Context: an optimization exercise on an open-source flow, tuned for small area, a short achievable clock period and few clock cycles per item. The choices shown serve that exercise and are no tape-out recipe.
The RTL was checked by simulation tests, not by an equivalence proof against the original design.
The flow treats the clock pin as an ideal source. Dropping or thinning the clock tree relies on that and would not hold on a real chip.
No activity file was given, so power comes from the tool's default toggle rates.

lane 1:
## fetch_top
module fetch_top #(
    parameter int LO_W    = 6,
    parameter int CREDITS = 2
) (
    input  logic        clk,
    input  logic        rst_n_i,
    input  logic        redirect_valid_i,
    input  logic [31:0] redirect_pc_i,
    input  logic        credit_return_i,
    input  logic [7:0]  mem_data_i,
    output logic        fetch_valid_o,
    output logic [31:0] fetch_pc_o,
    output logic [31:0] fetch_insn_o,
    output logic        mem_rd_o,
    output logic [31:0] mem_addr_o
);
    localparam int LO = LO_W + 2;
    logic [31:LO]   hi_q;
    logic [LO-1:2]  rd_lo_q;
    logic [LO-1:2]  dl_lo_q;
    logic [1:0]     off_q;       
    logic [31:0]    insn_q;      
    logic           done_q;      
    logic           valid_q;     
    logic           carry_q;     
    logic [1:0]     occ_q;       
    logic           room;
    logic           last;
    logic           take;
    logic           wrap;
    assign room = (occ_q + {1'b0, valid_q}) < 2'(CREDITS);
    assign last = (off_q == 2'd3) && !carry_q;
    assign take = last && room;
    assign wrap = &rd_lo_q;
    always_ff @(posedge clk) begin
        if (!rst_n_i) begin
            hi_q    <= '0;
            rd_lo_q <= '0;
            off_q   <= 2'd0;
            done_q  <= 1'b0;
            valid_q <= 1'b0;
            carry_q <= 1'b0;
            occ_q   <= 2'd0;
        end else begin
  ...
Size in the first run: about 300 cells after synthesis, roughly 140 I/O pins, roughly 2900 um^2 of cells after synthesis.
export LEC_CHECK = 0
export CAP_MARGIN = 20
export CORE_MARGIN = 2
export CORE_UTILIZATION = 40
export PLACE_DENSITY = 0.45
export SETUP_SLACK_MARGIN = 4.7
export SLEW_MARGIN = 20
create_clock -name core_clock -period 7.0 [get_ports {clk}]
standard.sh (not shown) runs the stock make flow with config.mk's settings and CLKGATE_MAP_FILE= SYNTH_SCRIPT=/design/flow/synth_recipe.tcl, a recipe that flattens the netlist after the stock synthesis.
==> flow/flow/run.sh <==
#!/bin/bash
# standard layout with plain buf_1 port buffers and a one-level clock tree
set -euo pipefail
export BUFFER_PORTS_ARGS="-buffer_cell sky130_fd_sc_hd__buf_1"
export CTS_ARGS="-sink_clustering_enable -repair_clock_nets -dont_use_dummy_load"
export POST_CTS_TCL="$PWD/flow/post_cts.tcl"
bash standard.sh > flow_standard.log 2>&1
Other scripts of this flow, unchanged in this note and not shown: flow/flow/post_cts.tcl
Testbench counts of lane 1, summed over its fixed seeds: cycles 69,980, items 16,000.
Inputs modified between lane 1 and lane 2:
# lane 1
export LEC_CHECK = 0
export CAP_MARGIN = 20
export CORE_MARGIN = 2
export CORE_UTILIZATION = 40
export PLACE_DENSITY = 0.45
export SETUP_SLACK_MARGIN = 4.7
export SLEW_MARGIN = 20
create_clock -name core_clock -period 7.0 [get_ports {clk}]
# lane 2
export LEC_CHECK = 0
export CAP_MARGIN = 20
export CORE_MARGIN = 2
export CORE_UTILIZATION = 40
export SETUP_SLACK_MARGIN = 4.78
export SLEW_MARGIN = 20
create_clock -name core_clock -period 7.0 [get_ports {clk}]
--- outcome ---
Of lane 2 and lane 1, it is lane 2 that has the higher total vias in the final route.
Of lane 1 and lane 2, the lower combinational power share belongs to lane 1.
Lane 2 against lane 1: depth of the critical timing path with buffers and inverters included saw an increase, detail-routed via count per cell saw an increase, worst setup margin saw an increase.
Against lane 1, the final cell area of lane 2 is higher.
The layout cell share with drive strength beyond 1 number comes out lower for lane 1 vs lane 2.
The run showing the smaller register area is lane 1.
Relative to lane 1, the power density over the cells measured on lane 2 has decreased by a little under 10%.
Lane 2 — multi-input logic portion of the cell area 3.8 points lower, lane 1 as reference
The following lists how lane 3 was set up differently from lane 2:
# lane 2
export LEC_CHECK = 0
export CAP_MARGIN = 20
export CORE_MARGIN = 2
export CORE_UTILIZATION = 40
export SETUP_SLACK_MARGIN = 4.78
export SLEW_MARGIN = 20
create_clock -name core_clock -period 7.0 [get_ports {clk}]
# lane 3
export LEC_CHECK = 0
export CAP_MARGIN = 20
export CORE_MARGIN = 2
export CORE_UTILIZATION = 40
export PLACE_DENSITY = 0.92
export SETUP_SLACK_MARGIN = 4.7
export SLEW_MARGIN = 20
create_clock -name core_clock -period 7.0 [get_ports {clk}]
==> comparison <==
Compared with lane 2, lane 3 shows a wire length on met3 that is about 30% lower. From lane 2 to lane 3 the numbers moved as follows: die outline area roughly the same; area growth from synthesis to layout lower. [compare] base=lane 2 new=lane 3: total area of sequential cells now sits lower; met2 usage now sits lower. Total of fill cells in the finished design of lane 3 exceeds that of lane 2 by a little under 10%. The setup slack of lane 3 is smaller than that of lane 2. Number of cells in the finished layout apart from fillers went down by a few percent going from lane 2 to lane 3. The worst-margin pin slew of lane 3 exceeds that of lane 2 by 0.033 ns. When the final numbers for lane 3 and lane 2 were put side by side, the final non-filler cell area turned out to be smaller in lane 3. When lane 3 is set beside lane 2, its power after layout turns out to be 35 uW smaller.
Input changes introduced in lane 4 (baseline for comparison: lane 3):
# lane 3
export LEC_CHECK = 0
export CAP_MARGIN = 20
export CORE_MARGIN = 2
export CORE_UTILIZATION = 40
export PLACE_DENSITY = 0.92
export SETUP_SLACK_MARGIN = 4.7
export SLEW_MARGIN = 20
create_clock -name core_clock -period 7.0 [get_ports {clk}]
# lane 4
export LEC_CHECK = 0
export CAP_MARGIN = 20
export CORE_MARGIN = 2
export CORE_UTILIZATION = 40
export SETUP_SLACK_MARGIN = 4.66
export SLEW_MARGIN = 20
create_clock -name core_clock -period 7.0 [get_ports {clk}]
==> run summary <==
- Going from lane 3 to lane 4, global routing usage on met1 higher, internal power -3.2 uW.
- Area added between synthesis and finish: lane 4 vs lane 3 down 2.3 points
- Lane 4: flow completed, timing, DRC and antenna clean
- Reported for lane 3 and lane 4, area used by multi-input combinational logic turned out identical to the last digit.
- The initial DRC count in lane 4 was lower than what lane 3 gave.
- Setup WNS lane 3 -> lane 4: worse
- Lane 4 vs. lane 3: maximum frequency shrank by about 1.7%; number of sinks on the clock net held steady; power shrank by 0.68%.
- Between lane 3 and lane 4, via count is lower for lane 4, lane 3 comes in above that.
- Compared lane 4 vs lane 3, and maximum cell stage delay along the critical path is up in lane 4.
In every run of this note, the design's own scripts or RTL, not TritonCTS, make the clock network.

-- port drivers added, routing unchanged --
Ports are ideal in the flow. The routed layouts listed here were re-timed in OpenROAD.
Step 1 sets driving cells, clkbuf_16 on the clock port and buf_2 on the other inputs (assumed; they add their load-dependent delay and slew).
Step 2 adds t to the input delays and takes it off the output delays; t is the mean of the earliest and latest rising clock arrival at the registers after step 1. Input paths then give back, and output paths get back, about the clock's delay inside the block.
a / b / c = no drivers / after step 1 / after step 2; a / b = the first two.
run	t (ns)	setup WS [ns]	hold slack, ns	worst setup path at the end	cell pins on the clock port's net
lane 1	0.224	4.751 / 4.783 / 4.559	0.353 / 0.353 / 0.353	input to register	4
lane 2	0.220	4.840 / 4.862 / 4.654	0.348 / 0.348 / 0.348	input to register	4
lane 3	0.216	4.767 / 4.789 / 4.579	0.356 / 0.356 / 0.356	input to register	4
lane 4	0.216	4.728 / 4.749 / 4.537	0.354 / 0.354 / 0.354	input to register	4
After both steps every run listed still meets setup and hold. The setup slack of lane 1, which loses most, moves by +0.032 ns with the drivers and by -0.192 ns with both steps.
